From an optimization exercise on the open Yosys and OpenROAD flow, aimed at a short achievable clock period and few clock cycles; shortcuts taken in it are not production practice. The RTL was checked by simulation tests, not by an equivalence proof against the original design. No activity file was given, so power comes from the tool's default toggle rates.

==> v38 <==
==> flow/design.v <==
package viper_pkg;
   localparam int addr_w  = 20;   
   localparam int data_w  = 32;   
   localparam int pc_step = 8;    
   localparam int tail_w  = 19;   
   typedef enum logic [1:0] {
      reg0, reg1, reg2, reg3
   } reg_sel_e;
   typedef enum logic [1:0] {
      immediate, direct, index_reg1, index_reg2
   } addr_mode_e;
   typedef enum logic [2:0] {
      dest_reg0, dest_reg1, dest_reg2, dest_reg3,
      cond_set, cond_clear, dest_none, store
   } dest_e;
   typedef enum logic [3:0] {
      neg, push, load_a, load_b, add_a, add_b, sub_a, sub_b,
      add_c, sub_c, add_d, sub_d, reserved
   } alu_func_e;
   typedef enum logic [3:0] {
      lt, ge, eq, ne, le, gt, rsv6, rsv7,
      lt_or, ge_or, eq_or, ne_or, le_or, gt_or, rsv14, rsv15
   } cmp_func_e;
   typedef struct packed {
      logic                top;          
      reg_sel_e            src;
      addr_mode_e          mode;
      dest_e               dest;
      logic                is_compare;
      logic [3:0]          func;         
      logic [tail_w-1:0]   tail;
   } instr_t;
   typedef struct packed {
      logic              cyc;
      logic              stb;
      logic              we;
      logic [addr_w-1:0] adr;
      logic [data_w-1:0] dat;
   } wb_req_t;
   typedef struct packed {
      logic              ack;
      logic [data_w-1:0] dat;
   } wb_rsp_t;
   typedef struct packed {
      logic              go;    
      logic              we;
      logic [addr_w-1:0] adr;
      logic [data_w-1:0] dat;
   } bus_cmd_t;
   typedef enum logic [1:0] {
      fetch, operand, execute, store_wait
   } seq_state_e;
endpackage
`timescale 1ns/1ps
module ks_add #(parameter int W = 32) (
   input  logic [W-1:0] a,
   input  logic [W-1:0] b,
   input  logic         cin,
   output logic [W-1:0] s,
   output logic         cout
);
   logic [W:0] g, p, gn, pn;
   always_comb
   begin
      g = {a & b, cin};
      p = {a ^ b, 1'b0};
      for (int d = 1; d <= W; d = d * 2)
      begin
         gn = g;
         pn = p;
         for (int i = d; i <= W; i++)
         begin
            gn[i] = g[i] | (p[i] & g[i-d]);
            pn[i] = p[i] & p[i-d];
         end
         g = gn;
         p = pn;
      end
      s    = (a ^ b) ^ g[W-1:0];
      cout = g[W];
   end
endmodule
module split_add (
   input  logic [19:0] a,
   input  logic [19:0] b,
   input  logic        cin,
   output logic [9:0]  lo,
   output logic        c,
   output logic [9:0]  hi0,
   output logic [9:0]  hi1
);
   logic h0c, h1c;
   ks_add #(.W(10)) add_lo  (.a(a[9:0]),   .b(b[9:0]),   .cin(cin),  .s(lo),  .cout(c));
   ks_add #(.W(10)) add_hi0 (.a(a[19:10]), .b(b[19:10]), .cin(1'b0), .s(hi0), .cout(h0c));
   ks_add #(.W(10)) add_hi1 (.a(a[19:10]), .b(b[19:10]), .cin(1'b1), .s(hi1), .cout(h1c));
endmodule
module viper (
   input  logic        clock,
   input  logic        reset,
   output logic        wb_cyc_o,
   output logic        wb_stb_o,
   output logic        wb_we_o,
   output logic [19:0] wb_adr_o,
   output logic [31:0] wb_dat_o,
   input  logic        wb_ack_i,
   input  logic [31:0] wb_dat_i
);
   localparam logic [1:0] ph_fetch   = 2'd0;
   localparam logic [1:0] ph_operand = 2'd1;
   localparam logic [1:0] ph_store   = 2'd2;
   logic        rst_q;
   logic [31:0] r0, r1, r2, r3;
   logic        flag;
   logic        stb_q;
   logic [1:0]  phase;
   logic [9:0]  adr_lo;       
   logic [9:0]  adr_h0;       
   logic [9:0]  adr_h1;       
   logic        adr_c;        
   logic [19:0] adr_q;
   logic        we_q;
   logic [31:0] dat_q;
   logic [19:0] pc8lo;
   logic        pc8wrap;      
   logic        ex_v;
   logic        ex_cmp;       
   logic        ex_or;        
   logic [2:0]  ex_cf;        
   logic        ex_push;
   logic [3:0]  ex_wen;
   logic [31:0] xa, xb;       
   logic        xc;
   logic [31:0] xs, xo;       
   logic [31:0] res_q;
   logic [3:0]  wq;           
   logic        wq_push;      
   logic        cmp_p;        
   logic        c_or;
   logic [2:0]  c_cf;
   logic        lt_q, eq_q;
   logic        o_jump;       
   logic        o_inv;        
   logic        o_slow;       
   logic [19:0] o_base;       
   logic        calc1;        
   logic [19:0] cb, co;       
   logic        cc;
   logic        stb_i;        
   logic        ack;
   assign ack = wb_ack_i & stb_i;
   logic [31:0] rv0, rv1, rv2, rv3;
   logic        flag_v;
   logic        cmp_base;
   assign rv0 = wq[0] ? res_q : r0;
   assign rv1 = wq[1] ? res_q : r1;
   assign rv2 = wq_push ? r3 : (wq[2] ? res_q : r2);
   assign rv3 = wq[3] ? res_q : r3;
   always_comb
   begin
      case (c_cf)
         3'd0:    cmp_base = lt_q;
         3'd1:    cmp_base = !lt_q;
         3'd2:    cmp_base = eq_q;
         3'd3:    cmp_base = !eq_q;
         3'd4:    cmp_base = lt_q || eq_q;
         default: cmp_base = !lt_q && !eq_q;
      endcase
   end
   assign flag_v = cmp_p ? (cmp_base | (c_or & flag)) : flag;
   logic [31:0] d;
   logic        d_cmp;
   logic [2:0]  d_dest;
   logic [3:0]  d_func;
   logic [1:0]  d_mode;
   logic [1:0]  d_src;
   logic [19:0] tail;
   logic        d_store;
   logic        d_rsv;
   logic        d_needop;
   logic        d_alu;        
   logic        d_neg, d_push, d_add, d_sub;
   logic        d_addsub, d_inv;
   logic        d_jump;       
   logic [31:0] pc8;
   logic [31:0] srcv;
   logic [3:0]  d_wen;
   assign d        = wb_dat_i;
   assign d_cmp    = d[23];
   assign d_dest   = d[26:24];
   assign d_func   = d[22:19];
   assign d_mode   = d[28:27];
   assign d_src    = d[30:29];
   assign tail     = {1'b0, d[18:0]};
   assign d_store  = !d_cmp && (d_dest == 3'd7);
   assign d_rsv    = d_cmp ? (d_func[2:1] == 2'b11) : (d_func[3:2] == 2'b11);
   assign d_needop = (d_mode != 2'd0) && !d_store && !d_rsv;
   assign d_alu    = !d_cmp && !d_rsv && !d_store;
   assign d_neg    = (d_func == 4'd0);
   assign d_push   = (d_func == 4'd1);
   assign d_add    = (d_func == 4'd4) || (d_func == 4'd5) || (d_func == 4'd8) || (d_func == 4'd10);
   assign d_sub    = (d_func == 4'd6) || (d_func == 4'd7) || (d_func == 4'd9) || (d_func == 4'd11);
   assign d_addsub = d_add || d_sub;
   assign d_inv    = d_neg || d_sub;
   assign d_jump   = d_alu && (d_push || (d_dest == 3'd3) || (d_dest == 3'd4 && flag_v)
                               || (d_dest == 3'd5 && !flag_v));
   always_comb
   begin
      d_wen = 4'b0000;
      if (d_alu && !d_push)
      begin
         case (d_dest)
            3'd0:    d_wen = 4'b0001;
            3'd1:    d_wen = 4'b0010;
            3'd2:    d_wen = 4'b0100;
            3'd3:    d_wen = 4'b1000;
            3'd4:    d_wen = {flag_v, 3'b000};
            3'd5:    d_wen = {!flag_v, 3'b000};
            default: d_wen = 4'b0000;
         endcase
      end
   end
   logic [11:0] pc8hi;
   logic [11:0] r3hi_inc, reshi_inc;     
   assign reshi_inc = res_q[31:20] + 12'd1;
   assign pc8hi     = !pc8wrap ? rv3[31:20] : (wq[3] ? reshi_inc : r3hi_inc);
   assign pc8       = {pc8hi, pc8lo};
   always_comb
   begin
      case (d_src)
         2'd0:    srcv = rv0;
         2'd1:    srcv = rv1;
         2'd2:    srcv = rv2;
         default: srcv = pc8;
      endcase
   end
   logic        d_mem;        
   logic        f_slow;       
   logic [19:0] nxt_fetch;
   logic [19:0] nxt_oper;
   assign d_mem     = d_store || d_needop;
   assign f_slow    = !d_mem && d_jump && (d_addsub || d_neg);
   assign nxt_fetch = (d_mem || d_jump) ? tail : pc8lo;
   assign nxt_oper  = o_jump ? d[19:0] : rv3[19:0];    
   logic [9:0]  i1_lo, i1_hi0, i1_hi1, i2_lo, i2_hi0, i2_hi1;
   logic        i1_c, i2_c;
   split_add idx1_add (.a(rv1[19:0]), .b(tail), .cin(1'b0), .lo(i1_lo), .c(i1_c), .hi0(i1_hi0), .hi1(i1_hi1));
   split_add idx2_add (.a(rv2[19:0]), .b(tail), .cin(1'b0), .lo(i2_lo), .c(i2_c), .hi0(i2_hi0), .hi1(i2_hi1));
   logic [9:0]  j_lo, j_hi0, j_hi1;
   logic        j_c;
   split_add jump_add (.a(cb), .b(co ^ {20{cc}}), .cin(cc), .lo(j_lo), .c(j_c), .hi0(j_hi0), .hi1(j_hi1));
   assign adr_q = {adr_c ? adr_h1 : adr_h0, adr_lo};
   logic [31:0] res;
   logic        res_co;
   logic [31:0] dif;
   logic        dif_co;
   ks_add #(.W(32)) alu_add (.a(xa), .b(xb), .cin(xc), .s(res), .cout(res_co));
   ks_add #(.W(32)) cmp_sub (.a(xs), .b(~xo), .cin(1'b1), .s(dif), .cout(dif_co));
   always_ff @(posedge clock or posedge reset)
   begin
      if (reset)
         stb_q <= 1'b0;
      else if (rst_q)
         stb_q <= 1'b0;
      else if (ack)
         stb_q <= (phase == ph_fetch) ? !f_slow : (phase == ph_operand) ? !o_slow : 1'b1;
      else
         stb_q <= 1'b1;
   end
   always_ff @(posedge clock)
   begin
      if (rst_q)
         stb_i <= 1'b0;
      else if (ack)
         stb_i <= (phase == ph_fetch) ? !f_slow : (phase == ph_operand) ? !o_slow : 1'b1;
      else
         stb_i <= 1'b1;
   end
   always_ff @(posedge clock)
   begin
      rst_q  <= reset;
      pc8lo  <= adr_q + 20'd8;
      pc8wrap <= &adr_q[19:3];
      r3hi_inc <= rv3[31:20] + 12'd1;
      res_q  <= res;
      lt_q   <= xs[31] ^ !xo[31] ^ dif_co;
      eq_q   <= (xs == xo);
      c_or   <= ex_or;
      c_cf   <= ex_cf;
   end
   always_ff @(posedge clock)
   begin
      if (rst_q)
      begin
         r0      <= 32'd0;
         r1      <= 32'd0;
         r2      <= 32'd0;
         r3      <= 32'd0;
         flag    <= 1'b0;
         phase   <= ph_fetch;
         adr_lo  <= 10'd0;
         adr_h0  <= 10'd0;
         adr_h1  <= 10'd0;
         adr_c   <= 1'b0;
         we_q    <= 1'b0;
         ex_v    <= 1'b0;
         wq      <= 4'b0000;
         wq_push <= 1'b0;
         cmp_p   <= 1'b0;
         calc1   <= 1'b0;
      end
      else
      begin
         r0   <= rv0;
         r1   <= rv1;
         r2   <= rv2;
         r3   <= rv3;
         flag <= flag_v;
         wq      <= ex_v ? (ex_wen | {ex_push, 3'b000}) : 4'b0000;
         wq_push <= ex_v && ex_push;
         cmp_p   <= ex_v && ex_cmp;
         ex_v    <= 1'b0;
         calc1 <= 1'b0;
         if (calc1)
         begin
            adr_lo <= j_lo;
            adr_h0 <= j_hi0;
            adr_h1 <= j_hi1;
            adr_c  <= j_c;
         end
         if (ack)
         begin
            case (phase)
               ph_fetch:
               begin
                  r3    <= pc8;
                  if (d_mem && d_mode[1])
                  begin
                     adr_lo <= d_mode[0] ? i2_lo  : i1_lo;
                     adr_h0 <= d_mode[0] ? i2_hi0 : i1_hi0;
                     adr_h1 <= d_mode[0] ? i2_hi1 : i1_hi1;
                     adr_c  <= d_mode[0] ? i2_c   : i1_c;
                  end
                  else
                  begin
                     adr_lo <= nxt_fetch[9:0];
                     adr_h0 <= nxt_fetch[19:10];
                     adr_h1 <= nxt_fetch[19:10];
                     adr_c  <= 1'b0;
                  end
                  we_q  <= d_store;
                  ex_v  <= !d_mem;
                  calc1 <= !d_mem && f_slow;
                  if (d_store)
                     phase <= ph_store;
                  else if (d_needop)
                     phase <= ph_operand;
                  else
                     phase <= ph_fetch;
               end
               ph_operand:
               begin
                  adr_lo <= nxt_oper[9:0];
                  adr_h0 <= nxt_oper[19:10];
                  adr_h1 <= nxt_oper[19:10];
                  adr_c  <= 1'b0;
                  we_q  <= 1'b0;
                  ex_v  <= 1'b1;
                  calc1 <= o_slow;
                  phase <= ph_fetch;
               end
               default:
               begin
                  adr_lo <= rv3[9:0];
                  adr_h0 <= rv3[19:10];
                  adr_h1 <= rv3[19:10];
                  adr_c  <= 1'b0;
                  we_q  <= 1'b0;
                  phase <= ph_fetch;
               end
            endcase
         end
      end
   end
   always_ff @(posedge clock)
   begin
      if (ack)
      begin
         if (phase == ph_fetch)
         begin
            if (d_store)
               dat_q <= srcv;
            ex_cmp  <= d_cmp && !d_rsv;
            ex_or   <= d_func[3];
            ex_cf   <= d_func[2:0];
            ex_push <= d_alu && d_push;
            ex_wen  <= d_wen;
            xs      <= srcv;
            xa      <= d_addsub ? srcv : 32'd0;
            xb      <= d_inv ? ~{12'd0, tail} : {12'd0, tail};
            xc      <= d_inv;
            xo      <= {12'd0, tail};
            o_jump  <= d_jump;
            o_inv   <= d_inv;
            o_base  <= d_addsub ? srcv[19:0] : 20'd0;
            o_slow  <= d_jump && (d_addsub || d_neg);
            cb      <= d_addsub ? srcv[19:0] : 20'd0;
            co      <= tail;
            cc      <= d_inv;
         end
         else if (phase == ph_operand)
         begin
            xb <= o_inv ? ~d : d;
            xo <= d;
            cb <= o_base;
            co <= d[19:0];
            cc <= o_inv;
         end
      end
   end
   assign wb_cyc_o = stb_q;
   assign wb_stb_o = stb_q;
   assign wb_we_o  = we_q;
   assign wb_adr_o = adr_q;
   assign wb_dat_o = dat_q;
endmodule
==> flow/run.sh <==
#!/bin/bash
# synth_recipe.tcl (not shown) runs the flow's synth.tcl, then flattens the netlist and writes it again
# the make line also repeats each setting of config.mk as NAME=value (left out here)
make -C /OpenROAD-flow-scripts/flow DESIGN_CONFIG=/design/flow/config.mk WORK_HOME=/design/flow/orfs CLKGATE_MAP_FILE= SYNTH_SCRIPT=/design/flow/synth_recipe.tcl finish
==> flow/config.mk <==
export PLATFORM = sky130hd
export DESIGN_NAME = viper
export DESIGN_NICKNAME = viper
export VERILOG_FILES = /design/flow/design.v
export SDC_FILE = /design/flow/constraint.sdc
export NUM_CORES = 4
export LEC_CHECK = 0
export CAP_MARGIN = 20
export CORE_MARGIN = 2
export CORE_UTILIZATION = 40
export SETUP_SLACK_MARGIN = 4.0
export SLEW_MARGIN = 20
export SYNTH_HIERARCHICAL = 1
==> flow/constraint.sdc <==
create_clock -name core_clock -period 6.0 [get_ports {clock}]
set_input_delay 1.2000 -clock core_clock [delete_from_list [all_inputs] [get_ports {clock}]]
set_output_delay 1.2000 -clock core_clock [all_outputs]
set_load 0.01 [all_outputs]
==> v36: changes against v38 <==
--- a/flow/design.v
+++ b/flow/design.v
@@ -94,6 +94,24 @@
    ks_add #(.W(10)) add_hi0 (.a(a[19:10]), .b(b[19:10]), .cin(1'b0), .s(hi0), .cout(h0c));
    ks_add #(.W(10)) add_hi1 (.a(a[19:10]), .b(b[19:10]), .cin(1'b1), .s(hi1), .cout(h1c));
 endmodule
+module pick6 #(parameter int W = 1) (
+   input  logic [W-1:0] a,
+   input  logic [W-1:0] b,
+   input  logic [W-1:0] c,
+   input  logic [W-1:0] e,
+   input  logic [W-1:0] f,
+   input  logic [W-1:0] g,
+   input  logic         sa,
+   input  logic         sb,
+   input  logic         sc,
+   input  logic         se,
+   input  logic         sf,
+   input  logic         sg,
+   output logic [W-1:0] y
+);
+   assign y = ({W{sa}} & a) | ({W{sb}} & b) | ({W{sc}} & c)
+            | ({W{se}} & e) | ({W{sf}} & f) | ({W{sg}} & g);
+endmodule
 module viper (
    input  logic        clock,
    input  logic        reset,
@@ -117,6 +135,9 @@
    logic [9:0]  adr_h0;       
    logic [9:0]  adr_h1;       
    logic        adr_c;        
+   logic [1:0]  adr_co;       
+   logic [1:0]  adr_co_d;
+   logic [9:0]  adr_h0n, adr_h1n;    
    logic [19:0] adr_q;
    logic        we_q;
    logic [31:0] dat_q;
@@ -130,7 +151,7 @@
    logic [3:0]  ex_wen;
    logic [31:0] xa, xb;       
    logic        xc;
-   logic [31:0] xs, xo;       
+   logic [31:0] xs, xon;      
    logic [31:0] res_q;
    logic [3:0]  wq;           
    logic        wq_push;      
@@ -242,19 +263,57 @@
    assign nxt_fetch = (d_mem || d_jump) ? tail : pc8lo;
    assign nxt_oper  = o_jump ? d[19:0] : rv3[19:0];    
    logic [9:0]  i1_lo, i1_hi0, i1_hi1, i2_lo, i2_hi0, i2_hi1;
-   logic        i1_c, i2_c;
-   split_add idx1_add (.a(rv1[19:0]), .b(tail), .cin(1'b0), .lo(i1_lo), .c(i1_c), .hi0(i1_hi0), .hi1(i1_hi1));
-   split_add idx2_add (.a(rv2[19:0]), .b(tail), .cin(1'b0), .lo(i2_lo), .c(i2_c), .hi0(i2_hi0), .hi1(i2_hi1));
+   logic [9:0]  i3_lo, i3_hi0, i3_hi1, ir_lo, ir_hi0, ir_hi1;
+   logic        i1_c, i2_c, i3_c, ir_c;
+   split_add idx1_add (.a(r1[19:0]),    .b(tail), .cin(1'b0), .lo(i1_lo), .c(i1_c), .hi0(i1_hi0), .hi1(i1_hi1));
+   split_add idx2_add (.a(r2[19:0]),    .b(tail), .cin(1'b0), .lo(i2_lo), .c(i2_c), .hi0(i2_hi0), .hi1(i2_hi1));
+   split_add idx3_add (.a(r3[19:0]),    .b(tail), .cin(1'b0), .lo(i3_lo), .c(i3_c), .hi0(i3_hi0), .hi1(i3_hi1));
+   split_add idxr_add (.a(res_q[19:0]), .b(tail), .cin(1'b0), .lo(ir_lo), .c(ir_c), .hi0(ir_hi0), .hi1(ir_hi1));
    logic [9:0]  j_lo, j_hi0, j_hi1;
    logic        j_c;
-   split_add jump_add (.a(cb), .b(co ^ {20{cc}}), .cin(cc), .lo(j_lo), .c(j_c), .hi0(j_hi0), .hi1(j_hi1));
-   assign adr_q = {adr_c ? adr_h1 : adr_h0, adr_lo};
+   split_add jump_add (.a(cb), .b(co), .cin(cc), .lo(j_lo), .c(j_c), .hi0(j_hi0), .hi1(j_hi1));
+   assign adr_h0 = ~adr_h0n;
+   assign adr_h1 = ~adr_h1n;
+   assign adr_q  = {adr_c ? adr_h1 : adr_h0, adr_lo};
+   logic        idx_take;
+   logic        s_oth, s_i1, s_i2, s_i3, s_ir, s_j;
+   logic [19:0] nxt_ack, nxt_oth;
+   logic        c_oth;
+   logic [9:0]  adr_lo_d, adr_h0_d, adr_h1_d;
+   logic        adr_c_d;
+   assign idx_take = ack && (phase == ph_fetch) && d_mem && d_mode[1];
+   assign s_j      = !rst_q && calc1;
+   assign s_i1     = !rst_q && idx_take && !d_mode[0] && !wq[1];
+   assign s_i2     = !rst_q && idx_take && d_mode[0] && !wq[2] && !wq_push;
+   assign s_i3     = !rst_q && idx_take && d_mode[0] && wq_push;
+   assign s_ir     = !rst_q && idx_take && (d_mode[0] ? (wq[2] && !wq_push) : wq[1]);
+   assign s_oth    = !rst_q && !calc1 && !idx_take;
+   always_comb
+   begin
+      case (phase)
+         ph_fetch:   nxt_ack = nxt_fetch;
+         ph_operand: nxt_ack = nxt_oper;
+         default:    nxt_ack = rv3[19:0];
+      endcase
+   end
+   logic [9:0] oth_h0, oth_h1;
+   assign oth_h0 = ack ? nxt_ack[19:10] : adr_h0;
+   assign oth_h1 = ack ? nxt_ack[19:10] : adr_h1;
+   assign nxt_oth[9:0] = ack ? nxt_ack[9:0] : adr_lo;
+   assign nxt_oth[19:10] = oth_h0;
+   assign c_oth  = !ack && adr_c;
+   pick6 #(.W(10)) pick_lo (.a(nxt_oth[9:0]), .b(i1_lo),  .c(i2_lo),  .e(j_lo),  .f(i3_lo),  .g(ir_lo),  .sa(s_oth), .sb(s_i1), .sc(s_i2), .se(s_j), .sf(s_i3), .sg(s_ir), .y(adr_lo_d));
+   pick6 #(.W(10)) pick_h0 (.a(oth_h0),       .b(i1_hi0), .c(i2_hi0), .e(j_hi0), .f(i3_hi0), .g(ir_hi0), .sa(s_oth), .sb(s_i1), .sc(s_i2), .se(s_j), .sf(s_i3), .sg(s_ir), .y(adr_h0_d));
+   pick6 #(.W(10)) pick_h1 (.a(oth_h1),       .b(i1_hi1), .c(i2_hi1), .e(j_hi1), .f(i3_hi1), .g(ir_hi1), .sa(s_oth), .sb(s_i1), .sc(s_i2), .se(s_j), .sf(s_i3), .sg(s_ir), .y(adr_h1_d));
+   pick6 #(.W(1))  pick_co0 (.a(c_oth),       .b(i1_c),   .c(i2_c),   .e(j_c),   .f(i3_c),   .g(ir_c),   .sa(s_oth), .sb(s_i1), .sc(s_i2), .se(s_j), .sf(s_i3), .sg(s_ir), .y(adr_co_d[0]));
+   pick6 #(.W(1))  pick_co1 (.a(c_oth),       .b(i1_c),   .c(i2_c),   .e(j_c),   .f(i3_c),   .g(ir_c),   .sa(s_oth), .sb(s_i1), .sc(s_i2), .se(s_j), .sf(s_i3), .sg(s_ir), .y(adr_co_d[1]));
+   pick6 #(.W(1))  pick_c  (.a(c_oth),        .b(i1_c),   .c(i2_c),   .e(j_c),   .f(i3_c),   .g(ir_c),   .sa(s_oth), .sb(s_i1), .sc(s_i2), .se(s_j), .sf(s_i3), .sg(s_ir), .y(adr_c_d));
    logic [31:0] res;
    logic        res_co;
    logic [31:0] dif;
    logic        dif_co;
    ks_add #(.W(32)) alu_add (.a(xa), .b(xb), .cin(xc), .s(res), .cout(res_co));
-   ks_add #(.W(32)) cmp_sub (.a(xs), .b(~xo), .cin(1'b1), .s(dif), .cout(dif_co));
+   ks_add #(.W(32)) cmp_sub (.a(xs), .b(xon), .cin(1'b1), .s(dif), .cout(dif_co));
    always_ff @(posedge clock or posedge reset)
    begin
       if (reset)
@@ -277,13 +336,18 @@
    end
    always_ff @(posedge clock)
    begin
+      adr_lo <= adr_lo_d;    
+      adr_h0n <= ~adr_h0_d;
+      adr_h1n <= ~adr_h1_d;
+      adr_c  <= adr_c_d;
+      adr_co <= adr_co_d;
       rst_q  <= reset;
       pc8lo  <= adr_q + 20'd8;
       pc8wrap <= &adr_q[19:3];
       r3hi_inc <= rv3[31:20] + 12'd1;
       res_q  <= res;
-      lt_q   <= xs[31] ^ !xo[31] ^ dif_co;
-      eq_q   <= (xs == xo);
+      lt_q   <= xs[31] ^ xon[31] ^ dif_co;
+      eq_q   <= (xs == ~xon);
       c_or   <= ex_or;
       c_cf   <= ex_cf;
    end
@@ -297,10 +361,6 @@
          r3      <= 32'd0;
          flag    <= 1'b0;
          phase   <= ph_fetch;
-         adr_lo  <= 10'd0;
-         adr_h0  <= 10'd0;
-         adr_h1  <= 10'd0;
-         adr_c   <= 1'b0;
          we_q    <= 1'b0;
          ex_v    <= 1'b0;
          wq      <= 4'b0000;
@@ -320,33 +380,12 @@
          cmp_p   <= ex_v && ex_cmp;
          ex_v    <= 1'b0;
          calc1 <= 1'b0;
-         if (calc1)
-         begin
-            adr_lo <= j_lo;
-            adr_h0 <= j_hi0;
-            adr_h1 <= j_hi1;
-            adr_c  <= j_c;
-         end
          if (ack)
          begin
             case (phase)
                ph_fetch:
                begin
                   r3    <= pc8;
-                  if (d_mem && d_mode[1])
-                  begin
-                     adr_lo <= d_mode[0] ? i2_lo  : i1_lo;
-                     adr_h0 <= d_mode[0] ? i2_hi0 : i1_hi0;
-                     adr_h1 <= d_mode[0] ? i2_hi1 : i1_hi1;
-                     adr_c  <= d_mode[0] ? i2_c   : i1_c;
-                  end
-                  else
-                  begin
-                     adr_lo <= nxt_fetch[9:0];
-                     adr_h0 <= nxt_fetch[19:10];
-                     adr_h1 <= nxt_fetch[19:10];
-                     adr_c  <= 1'b0;
-                  end
                   we_q  <= d_store;
                   ex_v  <= !d_mem;
                   calc1 <= !d_mem && f_slow;
@@ -359,10 +398,6 @@
                end
                ph_operand:
                begin
-                  adr_lo <= nxt_oper[9:0];
-                  adr_h0 <= nxt_oper[19:10];
-                  adr_h1 <= nxt_oper[19:10];
-                  adr_c  <= 1'b0;
                   we_q  <= 1'b0;
                   ex_v  <= 1'b1;
                   calc1 <= o_slow;
@@ -370,10 +405,6 @@
                end
                default:
                begin
-                  adr_lo <= rv3[9:0];
-                  adr_h0 <= rv3[19:10];
-                  adr_h1 <= rv3[19:10];
-                  adr_c  <= 1'b0;
                   we_q  <= 1'b0;
                   phase <= ph_fetch;
                end
@@ -398,21 +429,21 @@
             xa      <= d_addsub ? srcv : 32'd0;
             xb      <= d_inv ? ~{12'd0, tail} : {12'd0, tail};
             xc      <= d_inv;
-            xo      <= {12'd0, tail};
+            xon     <= ~{12'd0, tail};
             o_jump  <= d_jump;
             o_inv   <= d_inv;
             o_base  <= d_addsub ? srcv[19:0] : 20'd0;
             o_slow  <= d_jump && (d_addsub || d_neg);
             cb      <= d_addsub ? srcv[19:0] : 20'd0;
-            co      <= tail;
+            co      <= d_inv ? ~tail : tail;
             cc      <= d_inv;
          end
          else if (phase == ph_operand)
          begin
             xb <= o_inv ? ~d : d;
-            xo <= d;
+            xon <= ~d;
             cb <= o_base;
-            co <= d[19:0];
+            co <= o_inv ? ~d[19:0] : d[19:0];
             cc <= o_inv;
          end
       end
@@ -420,6 +451,8 @@
    assign wb_cyc_o = stb_q;
    assign wb_stb_o = stb_q;
    assign wb_we_o  = we_q;
-   assign wb_adr_o = adr_q;
+   assign wb_adr_o = {adr_co[1] ? ~adr_h1n[9:5] : ~adr_h0n[9:5],
+                      adr_co[0] ? ~adr_h1n[4:0] : ~adr_h0n[4:0],
+                      adr_lo};
    assign wb_dat_o = dat_q;
 endmodule
==> results.txt <==
|  | v38 | v36 |
|---|---|---|
| Status | timing/DRC/antenna clean | timing/DRC/antenna clean |
| Max_slew headroom | 0.326 | 0.275 |
| WL met1 | 40600 um | 49100 um |
| Startpoint kind of the worst setup timing path | register | input pin |
| Worst-case hold slack | 0.339 ns | 0.342 ns |
| Final Net Count | 3259 | 3728 |
| Die outline width | 262 um | 276 um |
| First-iteration detailed-routing DRC count | 2209 | 2956 |
| Power drawn by the sequential cells | 3760 uW | 3830 uW |
| Clock buffers created by TritonCTS | 51 | 53 |
| Initial Utilization | 0.404 | 0.405 |
| Tap cell instance count | 864 | 959 |
| Count of multi-input combinational gates | 1956 | 2322 |
| Placed instance area | 29200 um^2 | 31900 um^2 |
| Crit. Startpoint | cc$_DFFE_PP_ | wb_dat_i[10] |
| Final total power | 9470 uW | 10200 uW |
| DR vias | 23.0k | 27.4k |
| Amount of wire on met2 after detailed routing | 47800 um | 56200 um |
| Count of sequential standard cells | 458 | 460 |
| Worst slack at placement | 1.55 ns | 1.53 ns |
| Most common library cell in the layout ignoring fill and taps | edfxtp_1 | nor2_1 |
| Hold path startpoint | ex_cf[2]$_DFFE_PP_ | ex_or$_DFFE_PP_ |
| Share of power burned in combinational logic | 0.243 | 0.283 |
| Internal power of the cells | 6600 uW | 6870 uW |
Testbench counts of v38, summed over its fixed seeds: cycles 88,614.
Testbench counts of v36, summed over its fixed seeds: cycles 88,614.

-- afterwards: timing with drivers on the ports --
How much do the figures lean on ideal ports? The routed layouts below were timed once more, with nothing changed but the port constraints. Step 1 assumes that a clkbuf_16 drives the clock port and a buf_2 every other input. Step 2 adds t to the input delays and takes it off the output delays; t is the mean of the earliest and latest rising clock arrival at the registers after step 1. Input paths then give back, and output paths get back, about the clock's delay inside the block. Slacks: no drivers / after step 1 / after step 2; pairs: no drivers / after step 1.
run | t (ns) | slack for setup (ns) | worst slew at a driven data input, ns
v38 | 0.661 | 2.964 / 2.964 / 2.393 | 0.07
v36 | 0.680 | 3.193 / 3.147 / 2.534 | 0.31
After both steps setup and hold are still met in every run listed. The setup slack of v36, which loses most, moves by -0.046 ns with the drivers and by -0.659 ns with both steps.
